Background: an optimization exercise with open tools, aiming at small area and a short achievable clock period. Do not read the settings as production practice. In this exercise RTL edits were held to simulation tests only and were not proved equivalent to the original. No activity file was given, so power comes from the tool's default toggle rates.

## JK
==> flow/design.v <==
package seg_pkg;
    localparam int ING_BEAT_W = 85;    
    localparam int CH_SEG_W   = 76;    
    localparam int ENT_W      = 82;    
    localparam int NSLOT      = 29;    
    function automatic logic [1:0] keep_to_mty(input logic [3:0] k);
        keep_to_mty = {~k[3] & ~k[2] & (k[1] | k[0]), ~k[3] & (k[2] | (~k[1] & k[0]))};
    endfunction
    function automatic logic [ENT_W-1:0] beat_to_ent(input logic [ING_BEAT_W-1:0] b);
        logic [63:0] data;
        logic [7:0]  keep;
        logic [1:0]  xid, sop, eop, alt, err;
        logic [2:0]  stid;
        {data, keep, xid, sop, eop, alt, stid, err} = b;
        beat_to_ent = {data[63:32], keep[4], sop[1], eop[1], err[1], keep_to_mty(keep[7:4]),
                       data[31:0],  keep[0], sop[0], eop[0], err[0], keep_to_mty(keep[3:0]),
                       xid, stid, (xid != alt)};
    endfunction
endpackage
module seg_fifo #(
    parameter int WIDTH = 82,
    parameter int NS    = 29,
    parameter int NSEL  = 2         
) (
    input  logic             aclk,
    input  logic [NS-1:0]    we,        
    input  logic [NS-1:0]    hold,      
    input  logic [WIDTH-1:0] wr_data,
    input  logic [NSEL-1:0][NS-1:0] rd_sel,    
    output logic [WIDTH-1:0] rd_data
);
    logic [NS-1:0][WIDTH-1:0] rd_part;
    for (genvar i = 0; i < NS; i++) begin : g_slot
        logic [WIDTH-1:0] q;
        always_ff @(posedge aclk) begin
            q <= ({WIDTH{we[i]}} & wr_data) | ({WIDTH{hold[i]}} & q);
        end
        for (genvar b = 0; b < WIDTH; b++) begin : g_bit
            assign rd_part[i][b] = rd_sel[b*NSEL/WIDTH][i] & q[b];
        end
    end
    always_comb begin
        rd_data = '0;
        for (int i = 0; i < NS; i++) rd_data = rd_data | rd_part[i];
    end
endmodule
module seg_channel #(
    parameter int NS   = seg_pkg::NSLOT,
    parameter int NSEL = 2
) (
    input  logic                          aclk,
    input  logic                          local_rstn,
    input  logic                          ing_valid,
    output logic                          ing_ready,
    input  logic [seg_pkg::ING_BEAT_W-1:0] ing_beat,
    input  logic                          pop,
    output logic                          ing_head_valid,
    output logic                          ing_level_ok,
    output logic                          egr_almost_full,
    output logic                          seg_valid,
    input  logic                          seg_ready,
    output logic [seg_pkg::CH_SEG_W-1:0]  seg_out,
    output logic [1:0]                    head_xfer_id,
    output logic                          head_alt_ne,
    output logic [2:0]                    head_seg_tid
);
    localparam int            W     = seg_pkg::ENT_W;
    localparam logic [NS-1:0] SLOT0 = {{(NS-1){1'b0}}, 1'b1};
    logic [4:0]    ing_cnt;       
    logic          ing_is15;      
    logic [NS-1:0] wsel;          
    logic [NS-1:0] we, hold;      
    logic          acc;
    logic [4:0]    ing_cnt_nx;
    logic [NS-1:0] wsel_nx;
    logic          ready_nx;
    logic          conv_vld;      
    logic [3:0]    egr_cnt;       
    logic [3:0]    egr_cnt_nx;
    logic [NSEL-1:0][NS-1:0] fsel;    
    logic [W-1:0]  hq, nq;        
    logic [W-1:0]  rd;
    logic          c_ge1, c_ge2, c_ge3;
    logic          rdy_take, idle_take, take;
    logic [W-1:0]  h_rd, h_idle;
    assign acc        = ing_valid & ing_ready;
    assign ing_cnt_nx = ing_cnt + {4'd0, acc} - {4'd0, pop};
    assign wsel_nx    = acc ? {wsel[NS-2:0], wsel[NS-1]} : wsel;
    assign ready_nx   = pop | (ing_ready & ~(ing_is15 & acc));    
    always_ff @(posedge aclk) begin
        if (!local_rstn) begin
            ing_cnt        <= '0;
            ing_is15       <= 1'b0;
            ing_ready      <= 1'b1;
            ing_head_valid <= 1'b0;
            ing_level_ok   <= 1'b0;
            wsel           <= SLOT0;
            we             <= SLOT0;
            hold           <= ~SLOT0;
        end else begin
            ing_cnt        <= ing_cnt_nx;
            ing_is15       <= (ing_cnt_nx == 5'd15);
            ing_ready      <= ready_nx;
            ing_head_valid <= (ing_cnt_nx != 5'd0);
            ing_level_ok   <= (ing_cnt >= 5'd4);
            wsel           <= wsel_nx;
            we             <= ready_nx ? wsel_nx : '0;
            hold           <= ready_nx ? ~wsel_nx : '1;
        end
    end
    seg_fifo #(
        .WIDTH (W),
        .NS    (NS),
        .NSEL  (NSEL)
    ) u_slots (
        .aclk    (aclk),
        .we      (we),
        .hold    (hold),
        .wr_data (seg_pkg::beat_to_ent(ing_beat)),
        .rd_sel  (fsel),
        .rd_data (rd)
    );
    assign c_ge1      = seg_valid;    
    assign egr_cnt_nx = egr_cnt + {3'd0, conv_vld} - {3'd0, seg_ready & c_ge1};
    assign rdy_take  = c_ge3 | conv_vld;
    assign idle_take = conv_vld & ~c_ge2;
    assign take      = seg_ready ? rdy_take : idle_take;
    assign h_rd   = c_ge2 ? nq : (conv_vld ? rd : '0);
    assign h_idle = (~c_ge1 & conv_vld) ? rd : hq;
    always_ff @(posedge aclk) begin
        if (!local_rstn) begin
            conv_vld        <= 1'b0;
            egr_cnt         <= '0;
            c_ge2           <= 1'b0;
            c_ge3           <= 1'b0;
            seg_valid       <= 1'b0;
            egr_almost_full <= 1'b0;
            fsel            <= {NSEL{SLOT0}};
            hq              <= '0;
        end else begin
            conv_vld        <= pop;
            egr_cnt         <= egr_cnt_nx;
            c_ge2           <= (egr_cnt_nx >= 4'd2);
            c_ge3           <= (egr_cnt_nx >= 4'd3);
            seg_valid       <= c_ge2 | conv_vld | (c_ge1 & ~seg_ready);
            egr_almost_full <= (egr_cnt >= 4'd12);
            for (int k = 0; k < NSEL; k++) begin
                fsel[k] <= take ? {fsel[k][NS-2:0], fsel[k][NS-1]} : fsel[k];
            end
            hq              <= seg_ready ? h_rd : h_idle;
        end
    end
    always_ff @(posedge aclk) begin
        nq <= (seg_ready | ~c_ge2) ? rd : nq;
    end
    assign seg_out      = hq[W-1:6];
    assign head_xfer_id = hq[5:4];
    assign head_seg_tid = hq[3:1];
    assign head_alt_ne  = hq[0];
endmodule
module drain_ctrl #(
    parameter int NUM_CH = 2
) (
    input  logic              aclk,
    input  logic              local_rstn,
    input  logic [NUM_CH-1:0] head_valid,
    input  logic [NUM_CH-1:0] level_ok,
    input  logic [NUM_CH-1:0] almost_full,
    output logic              pop
);
    logic align_rdy;    
    logic drain_en;     
    logic egr_room;
    always_ff @(posedge aclk) begin
        if (!local_rstn || head_valid == '0) begin
            align_rdy <= 1'b0;
            drain_en  <= 1'b0;
        end else begin
            if (&level_ok) align_rdy <= 1'b1;  
            drain_en <= align_rdy;
        end
    end
    always_ff @(posedge aclk) begin
        if (!local_rstn) begin
            egr_room <= 1'b0;
        end else begin
            egr_room <= ~(|almost_full);
        end
    end
    assign pop = drain_en & (&head_valid) & egr_room;
endmodule
module align_checker (
    input  logic       aclk,
    input  logic       local_rstn,
    input  logic [3:0] xfer_id,    
    input  logic [1:0] alt_ne,     
    input  logic [5:0] seg_tid,    
    output logic       err_alignment
);
    logic id_ne, tid_ne, alt_any;
    always_ff @(posedge aclk) begin
        if (!local_rstn) begin
            id_ne         <= 1'b0;
            tid_ne        <= 1'b0;
            alt_any       <= 1'b0;
            err_alignment <= 1'b0;
        end else begin
            id_ne         <= (xfer_id[1:0] != xfer_id[3:2]);
            tid_ne        <= (seg_tid[2:0] != seg_tid[5:3]);
            alt_any       <= |alt_ne;
            err_alignment <= id_ne | tid_ne | alt_any;
        end
    end
endmodule
module axis_to_seg_top (
    input  logic          aclk,
    input  logic          local_rstn,
    input  logic [1:0]    ing_valid,
    output logic [1:0]    ing_ready,
    input  logic [169:0]  ing_beat,    
    output logic [1:0]    seg_valid,
    input  logic [1:0]    seg_ready,
    output logic [151:0]  seg_out,     
    output logic [2:0]    seg_tid,
    output logic          err_alignment
);
    logic [1:0] head_valid, level_ok, almost_full, alt_ne;
    logic       pop;
    logic [3:0] head_xfer_id;
    logic [5:0] head_seg_tid;
    for (genvar ch = 0; ch < 2; ch++) begin : gen_ch
        seg_channel u_channel (
            .aclk            (aclk),
            .local_rstn      (local_rstn),
            .ing_valid       (ing_valid[ch]),
            .ing_ready       (ing_ready[ch]),
            .ing_beat        (ing_beat[ch*85 +: 85]),
            .pop             (pop),
            .ing_head_valid  (head_valid[ch]),
            .ing_level_ok    (level_ok[ch]),
            .egr_almost_full (almost_full[ch]),
            .seg_valid       (seg_valid[ch]),
            .seg_ready       (seg_ready[ch]),
            .seg_out         (seg_out[ch*76 +: 76]),
            .head_xfer_id    (head_xfer_id[ch*2 +: 2]),
            .head_alt_ne     (alt_ne[ch]),
            .head_seg_tid    (head_seg_tid[ch*3 +: 3])
        );
    end
    drain_ctrl u_drain (
        .aclk        (aclk),
        .local_rstn  (local_rstn),
        .head_valid  (head_valid),
        .level_ok    (level_ok),
        .almost_full (almost_full),
        .pop         (pop)
    );
    align_checker u_align (
        .aclk          (aclk),
        .local_rstn    (local_rstn),
        .xfer_id       (head_xfer_id),
        .alt_ne        (alt_ne),
        .seg_tid       (head_seg_tid),
        .err_alignment (err_alignment)
    );
    assign seg_tid = head_seg_tid[2:0];    
endmodule
export LEC_CHECK = 0
export CAP_MARGIN = 20
export CORE_MARGIN = 2
export CORE_UTILIZATION = 65
export CTS_CLUSTER_DIAMETER = 80
export CTS_CLUSTER_SIZE = 30
export SETUP_SLACK_MARGIN = 2.8
export SLEW_MARGIN = 20
create_clock -name core_clock -period 5.5 [get_ports {aclk}]
run.sh (not shown) runs the stock make flow with config.mk's settings and CLKGATE_MAP_FILE= SYNTH_SCRIPT=/design/flow/synth_recipe.tcl, a recipe that flattens the netlist after the stock synthesis.
JK finished end to end and its layout was clean on timing, DRC and antenna.
What MS does differently from JK at the input level:
-- flow/design.v --
<<< JK, line 20
module seg_fifo #(
    parameter int WIDTH = 82,
    parameter int NS    = 29,
    parameter int NSEL  = 2         
) (
    input  logic             aclk,
>>> MS, line 20
module seg_fifo #(
    parameter int WIDTH = 82,
    parameter int NS    = 29
) (
    input  logic             aclk,
<<< JK, line 27
    input  logic [NS-1:0]    hold,      
    input  logic [WIDTH-1:0] wr_data,
    input  logic [NSEL-1:0][NS-1:0] rd_sel,    
    output logic [WIDTH-1:0] rd_data
);
>>> MS, line 26
    input  logic [NS-1:0]    hold,      
    input  logic [WIDTH-1:0] wr_data,
    input  logic [NS-1:0]    rd_sel,    
    output logic [WIDTH-1:0] rd_data
);
<<< JK, line 36
            q <= ({WIDTH{we[i]}} & wr_data) | ({WIDTH{hold[i]}} & q);
        end
        for (genvar b = 0; b < WIDTH; b++) begin : g_bit
            assign rd_part[i][b] = rd_sel[b*NSEL/WIDTH][i] & q[b];
        end
    end
    always_comb begin
>>> MS, line 35
            q <= ({WIDTH{we[i]}} & wr_data) | ({WIDTH{hold[i]}} & q);
        end
        assign rd_part[i] = {WIDTH{rd_sel[i]}} & q;
    end
    always_comb begin
<<< JK, line 46
endmodule
module seg_channel #(
    parameter int NS   = seg_pkg::NSLOT,
    parameter int NSEL = 2
) (
    input  logic                          aclk,
>>> MS, line 43
endmodule
module seg_channel #(
    parameter int NS = seg_pkg::NSLOT
) (
    input  logic                          aclk,
<<< JK, line 78
    logic [3:0]    egr_cnt;       
    logic [3:0]    egr_cnt_nx;
    logic [NSEL-1:0][NS-1:0] fsel;    
    logic [W-1:0]  hq, nq;        
    logic [W-1:0]  rd;
>>> MS, line 74
    logic [3:0]    egr_cnt;       
    logic [3:0]    egr_cnt_nx;
    logic [NS-1:0] fsel;          
    logic [W-1:0]  hq, nq;        
    logic [W-1:0]  rd;
<<< JK, line 111
    seg_fifo #(
        .WIDTH (W),
        .NS    (NS),
        .NSEL  (NSEL)
    ) u_slots (
        .aclk    (aclk),
>>> MS, line 107
    seg_fifo #(
        .WIDTH (W),
        .NS    (NS)
    ) u_slots (
        .aclk    (aclk),
<<< JK, line 136
            seg_valid       <= 1'b0;
            egr_almost_full <= 1'b0;
            fsel            <= {NSEL{SLOT0}};
            hq              <= '0;
        end else begin
>>> MS, line 131
            seg_valid       <= 1'b0;
            egr_almost_full <= 1'b0;
            fsel            <= SLOT0;
            hq              <= '0;
        end else begin
<<< JK, line 145
            seg_valid       <= c_ge2 | conv_vld | (c_ge1 & ~seg_ready);
            egr_almost_full <= (egr_cnt >= 4'd12);
            for (int k = 0; k < NSEL; k++) begin
                fsel[k] <= take ? {fsel[k][NS-2:0], fsel[k][NS-1]} : fsel[k];
            end
            hq              <= seg_ready ? h_rd : h_idle;
        end
>>> MS, line 140
            seg_valid       <= c_ge2 | conv_vld | (c_ge1 & ~seg_ready);
            egr_almost_full <= (egr_cnt >= 4'd12);
            fsel            <= take ? {fsel[NS-2:0], fsel[NS-1]} : fsel;
            hq              <= seg_ready ? h_rd : h_idle;
        end
Results
- MS against JK: clock network power share ~0 delta; fraction of met1 tracks used by global routing +0.26 points; wire length ~0 delta; x dimension of the die -3.6 um.
- MS ended up with a higher post-placement worst setup slack than JK did.
- The die of MS is smaller than the one used in JK.
- The lower setup slack came out of MS.
- Run comparison: JK end of the critical path gen_ch[0].u_channel.hq[6]$_SDFFE_PN0P_; MS end of the critical path gen_ch[0].u_channel.hq[64]$_SDFFE_PN0P_
- MS: share of cell area taken by multi-input logic gates lower than JK
- Row simple logic cell fraction of the synthesized area: MS lower / JK higher
- Taking JK as the reference, in MS via count now smaller, initial antenna violation count rose 11%.

---

axis_to_seg_top, a different RTL version from the one above (not shown whole).
Size: roughly 5500 flip-flops, ~340 I/O pins.
==> module seg_channel, before the edit <==
module seg_channel #(
    parameter int NS   = seg_pkg::NSLOT,
    parameter int NSEL = 3
) (
    input  logic                          aclk,
    input  logic                          local_rstn,
    input  logic                          ing_valid,
    output logic                          ing_ready,
    input  logic [seg_pkg::ING_BEAT_W-1:0] ing_beat,
    input  logic                          pop,
    output logic                          ing_head_valid,
    output logic                          ing_level_ok,
    output logic                          egr_almost_full,
    output logic                          seg_valid,
    input  logic                          seg_ready,
    output logic [seg_pkg::CH_SEG_W-1:0]  seg_out,
    output logic [1:0]                    head_xfer_id,
    output logic                          head_alt_ne,
    output logic [2:0]                    head_seg_tid
);
    localparam int            W     = seg_pkg::ENT_W;
    localparam logic [NS-1:0] SLOT0 = {{(NS-1){1'b0}}, 1'b1};
    logic [4:0]    ing_cnt;       
    logic          ing_is15;      
    logic [NS-1:0] wsel;          
    logic [NS-1:0] we, hold;      
    logic          acc;
    logic [4:0]    ing_cnt_nx;
    logic [NS-1:0] wsel_nx;
    logic          ready_nx;
    logic          conv_vld;      
    logic [3:0]    egr_cnt;       
    logic [3:0]    egr_cnt_nx;
    logic [NSEL-1:0][NS-1:0] fsel;    
    logic [W-1:0]  hq, nq;        
    logic [W-1:0]  rd;
    logic          c_ge1, c_ge2, c_ge3;
    logic          rdy_take, idle_take, take;
    logic          h_from_rd;     
    logic [W-1:0]  h_other;
    assign acc        = ing_valid & ing_ready;
    assign ing_cnt_nx = ing_cnt + {4'd0, acc} - {4'd0, pop};
    assign wsel_nx    = acc ? {wsel[NS-2:0], wsel[NS-1]} : wsel;
    assign ready_nx   = pop | (ing_ready & ~(ing_is15 & acc));    
    always_ff @(posedge aclk) begin
        if (!local_rstn) begin
            ing_cnt        <= '0;
            ing_is15       <= 1'b0;
            ing_ready      <= 1'b1;
            ing_head_valid <= 1'b0;
            ing_level_ok   <= 1'b0;
            wsel           <= SLOT0;
            we             <= SLOT0;
            hold           <= ~SLOT0;
        end else begin
            ing_cnt        <= ing_cnt_nx;
            ing_is15       <= (ing_cnt_nx == 5'd15);
            ing_ready      <= ready_nx;
            ing_head_valid <= (ing_cnt_nx != 5'd0);
            ing_level_ok   <= (ing_cnt >= 5'd4);
            wsel           <= wsel_nx;
            we             <= ready_nx ? wsel_nx : '0;
            hold           <= ready_nx ? ~wsel_nx : '1;
        end
    end
    seg_fifo #(
        .WIDTH (W),
        .NS    (NS),
        .NSEL  (NSEL)
    ) u_slots (
        .aclk    (aclk),
        .we      (we),
        .hold    (hold),
        .wr_data (seg_pkg::beat_to_ent(ing_beat)),
        .rd_sel  (fsel),
        .rd_data (rd)
    );
    assign c_ge1      = seg_valid;    
    assign egr_cnt_nx = egr_cnt + {3'd0, conv_vld} - {3'd0, seg_ready & c_ge1};
    assign rdy_take  = c_ge3 | conv_vld;
    assign idle_take = conv_vld & ~c_ge2;
    assign take      = seg_ready ? rdy_take : idle_take;
    assign h_from_rd = conv_vld & (seg_ready ? ~c_ge2 : ~c_ge1);
    assign h_other   = seg_ready ? (c_ge2 ? nq : '0) : hq;
    always_ff @(posedge aclk) begin
        if (!local_rstn) begin
            conv_vld        <= 1'b0;
            egr_cnt         <= '0;
            c_ge2           <= 1'b0;
            c_ge3           <= 1'b0;
            seg_valid       <= 1'b0;
            egr_almost_full <= 1'b0;
            fsel            <= {NSEL{SLOT0}};
            hq              <= '0;
        end else begin
            conv_vld        <= pop;
            egr_cnt         <= egr_cnt_nx;
            c_ge2           <= (egr_cnt_nx >= 4'd2);
            c_ge3           <= (egr_cnt_nx >= 4'd3);
            seg_valid       <= c_ge2 | conv_vld | (c_ge1 & ~seg_ready);
            egr_almost_full <= (egr_cnt >= 4'd12);
            for (int k = 0; k < NSEL; k++) begin
                fsel[k] <= take ? {fsel[k][NS-2:0], fsel[k][NS-1]} : fsel[k];
            end
            hq              <= h_from_rd ? rd : h_other;
        end
    end
    always_ff @(posedge aclk) begin
        nq <= (seg_ready | ~c_ge2) ? rd : nq;
    end
    assign seg_out      = hq[W-1:6];
    assign head_xfer_id = hq[5:4];
    assign head_seg_tid = hq[3:1];
    assign head_alt_ne  = hq[0];
endmodule
export LEC_CHECK = 0
export CAP_MARGIN = 20
export CORE_MARGIN = 2
export CORE_UTILIZATION = 65
export CTS_CLUSTER_DIAMETER = 70
export CTS_CLUSTER_SIZE = 25
export SETUP_SLACK_MARGIN = 3.1
export SLEW_MARGIN = 20
create_clock -name core_clock -period 5.5 [get_ports {aclk}]
Edit:
--- a/flow/design.v
+++ b/flow/design.v
@@ -69,9 +69,10 @@
     logic [4:0]    ing_cnt;       
     logic          ing_is15;      
-    logic [NS-1:0] wsel;          
+    logic [4:0]    wptr;          
     logic [NS-1:0] we, hold;      
     logic          acc;
     logic [4:0]    ing_cnt_nx;
-    logic [NS-1:0] wsel_nx;
+    logic [4:0]    wptr_nx;
+    logic [NS-1:0] wsel_nx;       
     logic          ready_nx;
     logic          conv_vld;      
@@ -87,5 +88,8 @@
     assign acc        = ing_valid & ing_ready;
     assign ing_cnt_nx = ing_cnt + {4'd0, acc} - {4'd0, pop};
-    assign wsel_nx    = acc ? {wsel[NS-2:0], wsel[NS-1]} : wsel;
+    assign wptr_nx    = !acc ? wptr : (wptr == 5'(NS - 1)) ? 5'd0 : wptr + 5'd1;
+    always_comb begin
+        for (int i = 0; i < NS; i++) wsel_nx[i] = (wptr_nx == 5'(i));
+    end
     assign ready_nx   = pop | (ing_ready & ~(ing_is15 & acc));    
     always_ff @(posedge aclk) begin
@@ -96,5 +100,5 @@
             ing_head_valid <= 1'b0;
             ing_level_ok   <= 1'b0;
-            wsel           <= SLOT0;
+            wptr           <= '0;
             we             <= SLOT0;
             hold           <= ~SLOT0;
@@ -105,5 +109,5 @@
             ing_head_valid <= (ing_cnt_nx != 5'd0);
             ing_level_ok   <= (ing_cnt >= 5'd4);
-            wsel           <= wsel_nx;
+            wptr           <= wptr_nx;
             we             <= ready_nx ? wsel_nx : '0;
             hold           <= ready_nx ? ~wsel_nx : '1;
After rerunning: The new run ran to the end with no violations; wire length went up slightly; hold slack barely changes; via count stays flat; sequential power went up by a few percent; worst setup slack is worse by 25 ps; final cell count went down slightly; count of clock-buffer cells in the layout went down by 29; die area went down slightly.

[static timing again, ports no longer ideal]
The flow's constraints put no driver on any port. The routed layouts listed below were extracted and timed again, unchanged, in two steps.
Step 1, drivers: a clkbuf_16 drives aclk and a buf_2 each remaining input, both assumed.
Step 2 moves the port delays by t, midway between the first and last clock arrival at a register: inputs arrive t later, outputs are due t later. That takes back most of the time a late clock gives input paths.
Slacks: no drivers / after step 1 / after step 2; pairs: no drivers / after step 1.
run	shift t [ns]	setup slack, ns	worst hold slack (ns)	worst setup path after step 2	latest minus earliest clock arrival (ns)
JK	1.106	2.723 / 2.675 / 1.924	0.395 / 0.373 / 0.395	input to register	0.059 / 0.059
MS	1.101	2.590 / 2.590 / 1.846	0.403 / 0.403 / 0.403	input to register	0.057 / 0.058
the first run of note 2	1.070	2.852 / 2.742 / 2.044	0.395 / 0.395 / 0.395	input to register	0.045 / 0.045
the second run of note 2	1.111	2.827 / 2.718 / 2.101	0.395 / 0.395 / 0.395	input to register	0.060 / 0.059
After both steps every run listed still meets setup and hold. The setup slack of the first run of note 2, which loses most, moves by -0.110 ns with the drivers and by -0.808 ns with both steps.
